This design comes from an exercise in tuning for small area, a short achievable clock period and few clock cycles per item on the open sky130 flow, not from production work. In this exercise RTL edits were held to simulation tests only and were not proved equivalent to the original. Power is estimated from default activity; no workload was simulated.

`flow/constraint.sdc`:
```
create_clock -name core_clock -period 10.0 [get_ports {clk}]
set_input_delay 2.0000 -clock core_clock [delete_from_list [all_inputs] [get_ports {clk}]]
set_output_delay 2.0000 -clock core_clock [all_outputs]
set_load 0.01 [all_outputs]
```
`flow/config.mk`:
```
export PLATFORM = sky130hd
export DESIGN_NAME = bit_vector_last_one_query_core
export DESIGN_NICKNAME = bit_vector_last_one_query_core
export VERILOG_FILES = /design/flow/design.v
export SDC_FILE = /design/flow/constraint.sdc
export NUM_CORES = 4
export LEC_CHECK = 0
export CAP_MARGIN = 20
export CORE_MARGIN = 2
export CORE_UTILIZATION = 40
export SLEW_MARGIN = 20
export SYNTH_MEMORY_MAX_BITS = 8192
```
`flow/run.sh`:
```
#!/bin/bash
# synth_recipe.tcl (not shown) runs the flow's synth.tcl, then flattens the netlist and writes it again
# the make line also repeats each setting of config.mk as NAME=value (left out here)
make -C /OpenROAD-flow-scripts/flow DESIGN_CONFIG=/design/flow/config.mk WORK_HOME=/design/flow/orfs CLKGATE_MAP_FILE= SYNTH_SCRIPT=/design/flow/synth_recipe.tcl finish
```
`flow/design.v`:
```
package bvlq_pkg;
	localparam int unsigned MAX_BITS   = 1024;
	localparam int unsigned BLOCK_BITS = 16;
	localparam int unsigned NUM_BLOCKS = MAX_BITS / BLOCK_BITS;
	localparam int unsigned POS_W      = 11;
	localparam int unsigned OFF_W      = $clog2(BLOCK_BITS);
	localparam int unsigned BLK_W      = $clog2(NUM_BLOCKS);
	localparam int unsigned FUNC_W     = 2;
	localparam int unsigned STAT_W     = 2;
	typedef enum logic [FUNC_W-1:0] {
		FUNC_APPEND = 2'd0,
		FUNC_SET    = 2'd1,
		FUNC_QUERY  = 2'd2
	} func_t;
	typedef enum logic [STAT_W-1:0] {
		ST_OK    = 2'd0,
		ST_BOUND = 2'd1,
		ST_RANGE = 2'd2
	} status_t;
	typedef enum logic {
		S_IDLE = 1'b0,
		S_EXEC = 1'b1
	} state_t;
	typedef logic [BLOCK_BITS-1:0] word_t;
	typedef logic [POS_W-1:0]      pos_t;
	typedef logic [BLK_W-1:0]      blk_t;
	typedef logic [OFF_W-1:0]      off_t;
	typedef struct packed {
		logic re;
		blk_t word_addr;
		blk_t last_addr;
	} rd_req_t;
	typedef struct packed {
		logic  we_word;
		logic  we_last;
		blk_t  addr;
		word_t word;
		pos_t  last;
	} wr_req_t;
	typedef struct packed {
		logic hit;
		off_t idx;
	} top_t;
	function automatic top_t top_bit(word_t w);
		logic hit;
		off_t idx;
		hit = 1'b0;
		idx = '0;
		for (int k = 0; k < BLOCK_BITS; k++) begin
			if (w[k]) begin
				hit = 1'b1;
				idx = off_t'(k);
			end
		end
		top_bit = {hit, idx};
	endfunction
endpackage
module bvlq_store (
	input  logic              clk,
	input  bvlq_pkg::rd_req_t rd,
	input  bvlq_pkg::wr_req_t wr,
	output bvlq_pkg::word_t   rd_word,
	output bvlq_pkg::pos_t    rd_last
);
	bvlq_pkg::word_t words_q [bvlq_pkg::NUM_BLOCKS];
	bvlq_pkg::pos_t  lasts_q [bvlq_pkg::NUM_BLOCKS];
	bvlq_pkg::word_t rd_word_q;
	bvlq_pkg::pos_t  rd_last_q;
	always_ff @(posedge clk) begin
		if (wr.we_word) begin
			words_q[wr.addr] <= wr.word;
		end
		if (rd.re) begin
			rd_word_q <= words_q[rd.word_addr];
		end
	end
	always_ff @(posedge clk) begin
		if (wr.we_last) begin
			lasts_q[wr.addr] <= wr.last;
		end
		if (rd.re) begin
			rd_last_q <= lasts_q[rd.last_addr];
		end
	end
	assign rd_word = rd_word_q;
	assign rd_last = rd_last_q;
endmodule
module bit_vector_last_one_query_core (
	input  logic                           clk,
	input  logic                           arst_n,
	input  logic                           in_valid,
	output logic                           in_stall,
	input  logic [bvlq_pkg::FUNC_W-1:0]    func,
	input  logic                           bit_value,
	input  logic [bvlq_pkg::POS_W-1:0]     query_pos,
	output logic                           out_valid,
	input  logic                           out_stall,
	output logic [bvlq_pkg::POS_W-1:0]     last_one_pos,
	output logic                           found,
	output logic [bvlq_pkg::STAT_W-1:0]    status
);
	localparam int unsigned IDX_W = bvlq_pkg::BLK_W + bvlq_pkg::OFF_W;
	bvlq_pkg::state_t  state_q, state_d;
	bvlq_pkg::pos_t    bit_count_q;
	bvlq_pkg::rd_req_t rd;
	bvlq_pkg::wr_req_t wr;
	bvlq_pkg::word_t   rd_word;
	bvlq_pkg::pos_t    rd_last;
	logic accept_in;
	logic fire;
	bvlq_pkg::pos_t              idx;
	logic                        act;
	logic [bvlq_pkg::STAT_W-1:0] stat;
	bvlq_pkg::blk_t              blk;
	bvlq_pkg::off_t              off;
	logic [bvlq_pkg::FUNC_W-1:0] func_s1;
	logic                        bit_s1;
	bvlq_pkg::blk_t              blk_s1;
	bvlq_pkg::off_t              off_s1;
	logic [bvlq_pkg::STAT_W-1:0] stat_s1;
	logic                        act_s1;
	bvlq_pkg::pos_t  prev_last;
	bvlq_pkg::word_t new_word;
	bvlq_pkg::word_t q_mask;
	bvlq_pkg::top_t  full_top;
	bvlq_pkg::top_t  q_top;
	bvlq_pkg::pos_t  summary;
	bvlq_pkg::pos_t  q_pos;
	logic            is_write;
	logic                        out_valid_q;
	bvlq_pkg::pos_t              last_one_pos_q;
	logic                        found_q;
	logic [bvlq_pkg::STAT_W-1:0] status_q;
	always_comb begin
		idx  = '0;
		act  = 1'b0;
		stat = bvlq_pkg::ST_OK;
		case (func)
			bvlq_pkg::FUNC_APPEND: begin
				idx = bit_count_q;
				if (bit_count_q >= bvlq_pkg::pos_t'(bvlq_pkg::MAX_BITS)) begin
					stat = bvlq_pkg::ST_BOUND;
				end else begin
					act = 1'b1;
				end
			end
			bvlq_pkg::FUNC_SET: begin
				idx = bit_count_q - bvlq_pkg::pos_t'(1);
				if (bit_count_q == '0) begin
					stat = bvlq_pkg::ST_BOUND;
				end else begin
					act = 1'b1;
				end
			end
			bvlq_pkg::FUNC_QUERY: begin
				idx = query_pos - bvlq_pkg::pos_t'(1);
				if (query_pos > bit_count_q) begin
					stat = bvlq_pkg::ST_RANGE;
				end else begin
					act = (query_pos != '0);
				end
			end
			default: begin
				idx = '0;
			end
		endcase
		blk = idx[IDX_W-1:bvlq_pkg::OFF_W];
		off = idx[bvlq_pkg::OFF_W-1:0];
	end
	assign accept_in = in_valid && !in_stall;
	assign fire      = (state_q == bvlq_pkg::S_EXEC) && (!out_valid_q || !out_stall);
	always_comb begin
		rd.re        = accept_in;
		rd.word_addr = blk;
		rd.last_addr = blk - bvlq_pkg::blk_t'(1);
	end
	bvlq_store u_store (
		.clk     (clk),
		.rd      (rd),
		.wr      (wr),
		.rd_word (rd_word),
		.rd_last (rd_last)
	);
	always_ff @(posedge clk) begin
		if (accept_in) begin
			func_s1 <= func;
			bit_s1  <= bit_value;
			blk_s1  <= blk;
			off_s1  <= off;
			stat_s1 <= stat;
		end
	end
	always_ff @(posedge clk or negedge arst_n) begin
		if (!arst_n) begin
			act_s1 <= 1'b0;
		end else if (accept_in) begin
			act_s1 <= act;
		end
	end
	always_comb begin
		prev_last = (blk_s1 == '0) ? '0 : rd_last;
		case (func_s1)
			bvlq_pkg::FUNC_APPEND: begin
				if (off_s1 == '0) begin
					new_word = bvlq_pkg::word_t'(bit_s1);
				end else begin
					new_word = rd_word | (bvlq_pkg::word_t'(bit_s1) << off_s1);
				end
			end
			bvlq_pkg::FUNC_SET: begin
				new_word = (rd_word & ~(bvlq_pkg::word_t'(1) << off_s1))
					| (bvlq_pkg::word_t'(bit_s1) << off_s1);
			end
			default: begin
				new_word = rd_word;
			end
		endcase
		full_top = bvlq_pkg::top_bit(new_word);
		summary  = full_top.hit
			? bvlq_pkg::pos_t'({blk_s1, full_top.idx}) + bvlq_pkg::pos_t'(1)
			: prev_last;
		q_mask = {bvlq_pkg::BLOCK_BITS{1'b1}}
			>> (bvlq_pkg::off_t'(bvlq_pkg::BLOCK_BITS - 1) - off_s1);
		q_top  = bvlq_pkg::top_bit(rd_word & q_mask);
		q_pos  = q_top.hit
			? bvlq_pkg::pos_t'({blk_s1, q_top.idx}) + bvlq_pkg::pos_t'(1)
			: prev_last;
		is_write = (func_s1 == bvlq_pkg::FUNC_APPEND) || (func_s1 == bvlq_pkg::FUNC_SET);
	end
	always_comb begin
		wr.we_word = fire && act_s1 && is_write;
		wr.we_last = fire && act_s1 && is_write && (off_s1 == '1);
		wr.addr    = blk_s1;
		wr.word    = new_word;
		wr.last    = summary;
	end
	always_ff @(posedge clk or negedge arst_n) begin
		if (!arst_n) begin
			bit_count_q <= '0;
		end else if (fire && act_s1 && (func_s1 == bvlq_pkg::FUNC_APPEND)) begin
			bit_count_q <= bit_count_q + bvlq_pkg::pos_t'(1);
		end
	end
	always_ff @(posedge clk or negedge arst_n) begin
		if (!arst_n) begin
			state_q <= bvlq_pkg::S_IDLE;
		end else begin
			state_q <= state_d;
		end
	end
	always_comb begin
		state_d = state_q;
		case (state_q)
			bvlq_pkg::S_IDLE: begin
				if (accept_in) begin
					state_d = bvlq_pkg::S_EXEC;
				end
			end
			bvlq_pkg::S_EXEC: begin
				if (fire) begin
					state_d = bvlq_pkg::S_IDLE;
				end
			end
			default: begin
				state_d = bvlq_pkg::S_IDLE;
			end
		endcase
	end
	always_comb begin
		case (state_q)
			bvlq_pkg::S_IDLE: begin
				in_stall = 1'b0;
			end
			bvlq_pkg::S_EXEC: begin
				in_stall = 1'b1;
			end
			default: begin
				in_stall = 1'b1;
			end
		endcase
	end
	always_ff @(posedge clk or negedge arst_n) begin
		if (!arst_n) begin
			out_valid_q <= 1'b0;
		end else if (fire) begin
			out_valid_q <= 1'b1;
		end else if (out_valid_q && !out_stall) begin
			out_valid_q <= 1'b0;
		end
	end
	always_ff @(posedge clk) begin
		if (fire) begin
			status_q <= stat_s1;
			if (act_s1 && (func_s1 == bvlq_pkg::FUNC_QUERY)) begin
				last_one_pos_q <= q_pos;
				found_q        <= (q_pos != '0);
			end else begin
				last_one_pos_q <= '0;
				found_q        <= 1'b0;
			end
		end
	end
	assign out_valid    = out_valid_q;
	assign last_one_pos = last_one_pos_q;
	assign found        = found_q;
	assign status       = status_q;
endmodule
```
==> summary.txt <==
power breakdown:
part	total, W	switching [W]	internal [W]
combinational	0.00358	0.00247	0.00110
sequential	0.00899	0.000137	0.00885
clock	0.00659	0.00292	0.00367
critical path, cell delays in order:
cell and delay, ps:
clkdlybuf4s50_1 470, inv_1 120, ha_1 160, buf_4 270, mux2i_1 280, ha_1 380
nor4b_2 360, a221o_1 350, nor2_1 180, nor2_4 170, buf_4 530, buf_4 740
a221oi_1 130, o31ai_1 340, nand4_1 370, a311oi_1 560, nor3_1 100
final timing paths:
| check | startpoint | endpoint | depth (start not counted) |
|---|---|---|---|
| max | func[0] | u_store.rd_word_q[15]$_DFFE_PP_ | 17 |
| min | stat_s1[0]$_DFFE_PP_ | status_q[0]$_DFFE_PP_ | 0 |
| max reg2reg | off_s1[1]$_DFFE_PP_ | u_store.lasts_q[52][5]$_DFFE_PP_ | 10 |
| min reg2reg | stat_s1[0]$_DFFE_PP_ | status_q[0]$_DFFE_PP_ | 0 |
| max in group asynchronous | arst_n | bit_count_q[2]$_DFFE_PN0P_ | 1 |
| min in group asynchronous | arst_n | bit_count_q[4]$_DFFE_PN0P_ | 1 |
cells in the final DEF, fill, tap and decap left out, drive strengths merged, types with 22 or more instances in the layout:
cell	instances
clkinv	90
mux4	191
o21ai	64
a21oi	166
inv	42
a31oi	53
a222oi	37
edfxtp	1784
and3	82
nand2	479
buf	205
a22o	23
a22oi	43
nor2	191
mux2	45
o211ai	38
nor2b	64
nand3	196
clkdlybuf4s50	33
clkbuf	216
nand4	22
mux2i	159
nor3	44
a211oi	119
cell usage after synthesis (all sizes together), types with 6 or more instances:
library cell | number | share of area
a31o | 14 | 0.0017
clkbuf | 183 | 0.0094
edfxtp | 1784 | 0.73
or3 | 12 | 0.0010
nand3 | 196 | 0.013
nand2b | 13 | 0.0011
mux2 | 45 | 0.0069
o21ai | 64 | 0.0045
a221oi | 19 | 0.0023
a221o | 19 | 0.0026
mux2i | 159 | 0.022
o2111ai | 9 | 0.0011
and2 | 10 | 0.00085
or2 | 6 | 0.00051
a211oi | 119 | 0.012
and3 | 82 | 0.0070
o211ai | 38 | 0.0040
xnor2 | 21 | 0.0026
a22oi | 43 | 0.0044
a21o | 12 | 0.0012
nor2b | 64 | 0.0055
ha | 21 | 0.0036
nor4 | 16 | 0.0015
nand2 | 479 | 0.025
a32oi | 9 | 0.0011
nand4 | 22 | 0.0019
o31a | 6 | 0.00072
inv | 36 | 0.0018
a22o | 23 | 0.0027
a21oi | 166 | 0.011
a222oi | 37 | 0.0051
o22ai | 15 | 0.0013
o31ai | 15 | 0.0017
o311ai | 6 | 0.00072
o311a | 10 | 0.0014
mux4 | 191 | 0.059
nor3 | 44 | 0.0030
a31oi | 53 | 0.0045
o21a | 15 | 0.0015
dfrtp | 14 | 0.0048
nor2 | 191 | 0.0098
buf | 121 | 0.0094
a311o | 8 | 0.0011
a311oi | 15 | 0.0018
a2111oi | 13 | 0.0016
layout make-up:
| class | instances | area (um2) | share of cell area |
|---|---|---|---|
| Sequential cell | 1798 | 53900 | 0.648 |
| Multi-Input combinational cell | 2370 | 18300 | 0.220 |
| Clock buffer | 216 | 4680 | 0.0563 |
| Tap cell | 2385 | 2980 | 0.0359 |
| Timing Repair Buffer | 239 | 2050 | 0.0246 |
| Clock inverter | 111 | 1060 | 0.0127 |
| Inverter | 36 | 148 | 0.00178 |
| Antenna cell | 2 | 5.00 | 0.0000602 |
kinds of logic after synthesis:
group | count (synthesis) | share of synthesized area
xor+xnor | 25 | 0.00319
compound gates | 771 | 0.0762
mux | 395 | 0.0874
buf+inv | 340 | 0.0206
flops | 1798 | 0.736
fa+ha+maj | 22 | 0.00372
simple gates | 1157 | 0.0728
sequential cells by signal, summed over array words and instances (netlist names):
signal and flops:
last_one_pos_q 11, u_store.words_q 1024, bit_s1 1, state_q 1
status_q 2, out_valid_q 1, u_store.rd_last_q 11, bit_count_q 11
u_store.lasts_q 704, found_q 1, blk_s1 6, u_store.rd_word_q 16
stat_s1 2, off_s1 4, func_s1 2, act_s1 1
stage by stage:
| step | total power, W | util | area (um2) | hold WS, ps |
|---|---|---|---|---|
| finish | 0.0192 | 0.456 | 83200 | 423 |
| global route | 0.0197 | 0.456 | 83200 | 436 |
| CTS | 0.0192 | 0.455 | 83100 | 421 |
| detailed placement | 0.0127 | 0.424 | 77300 | 407 |
| global placement | 0.0127 | 0.423 | 77300 | 409 |
| floorplan | 0.0113 | - | 73300 | 400 |
metal layers:
metal / up-vias / part of all wire
li1: 18200 / -
met1: 22100 / 0.40
met2: 2000 / 0.48
met3: 360 / 0.079
met4: 2 / 0.037
met5: - / 0.000058
==> summary.txt <==
worst-skew pair later-pin latency 840 ps; Crit. End Element flop; 1st-iter DRT viols about 5,600; Detail Route Antenna Nets 0; final slew viol count 0; setup ws final 2960 ps; Hold Crit Class reg -> reg; final wirelength 207,000 um; Synth Net Count between 4,000 and 5,000; core area 0.182 mm2; Reg clk slew, reported paths roughly 60 ps; RSZ-0062 raised after global routing no; Post-synth EDFFs 1,784; Worst Skew 62.2 ps; Boundary Pins 34; drt via density 5.96; Remaining DRCs 0; row cnt 157; post-synth design cell area 0.0733 mm2; hold_buf cts 0; final setup TNS 0 ps; Final Hold Fails 0; first-pass iteration count of the detailed router 6; register area share after synthesis 0.736; die area 0.187 mm2; number of filler cells placed in the layout 15,700; Tcrit/Tclk final 0.704; Critical Path RT 10,570 ps; Yosys warnings 2; first-pass GRT wire length 296,000 um; layout cell share with drive strength beyond 1 0.170; total track usage 0.218; grt met2 use 0.352; average size of a mapped cell roughly 16 um2; global placement routability congestion 0.872; DIE HEIGHT 432 um; P_leak 26.5 nW; CTS sink count 1,798; Root Driver clkbuf_16; H-tree Lvls 4; Die W 432 um; Post-Place Setup Slack 2250 ps; routing usage on met3 0.0363; #FFs+latches synth about 1,800; crit path kind in -> reg; Initial Utilization 0.401; CP Launch Type input pin; grt met1 use 0.298; most used flip-flop cell after synthesis edfxtp_1; fmax approximately 140 MHz; largest net degree at the start of global routing between 100 and 150; DR WL/cell 28.9 um; FFs w/ async S/R, synth 0.00779; Worst-Margin Slew 1110 ps; vias in the first global route around 41,000; GRT Max-Usage Layer met2; Crit Path Max Fanout 67; Remaining Overflow, GRT 0; Worst slew margin 0.260; clock buffer depth 3; port bufs 33; r2r setup slk 4710 ps; TritonCTS clock tree yes; power density cells 230 mW/mm2; antenna violations before repair 4; VDD IR max 159 uV; dpl cells 6,825; status timing/DRC/antenna clean; Syn Inst Count 4,508; Max-Cap Viols 0; Distinct cells, synth 90; Layout Cells excl Fill 7,157; hpwl dp 122,000 um; area grow syn2layout 13.5%; fin crit period about 7000 ps; post-CTS setup buffers 0; # setup viols final 0; post_cts resized 0; Final #Nets 4,663; crit path DAT 7600 ps; total vias in the final route between 40,000 and 50,000; CTS buffer count ~180
Testbench counts, summed over its fixed seeds: cycles 25,608, items 12,800.

-- re-timing with driven ports --
How much do the figures lean on ideal ports? The routed layout below was timed once more, with nothing changed but the port constraints.
Step 1: set_driving_cell puts a clkbuf_16 on clk and a buf_2 on each other input, an assumption about the parent block.
Step 2 also shifts input and output timing later by t, the mid clock arrival at the registers, as if the neighbouring blocks saw the same clock.
a / b / c = ideal ports / drivers / drivers and shift; a / b = the first two.
t (ns): 0.889
setup WS [ns]: 2.962 / 3.022 / 2.133
hold WS [ns]: 0.423 / 0.423 / 0.423
worst setup path at the end: input to register
After both steps this run still meets setup and hold. The setup slack of this run moves by +0.060 ns with the drivers and by -0.829 ns with both steps.
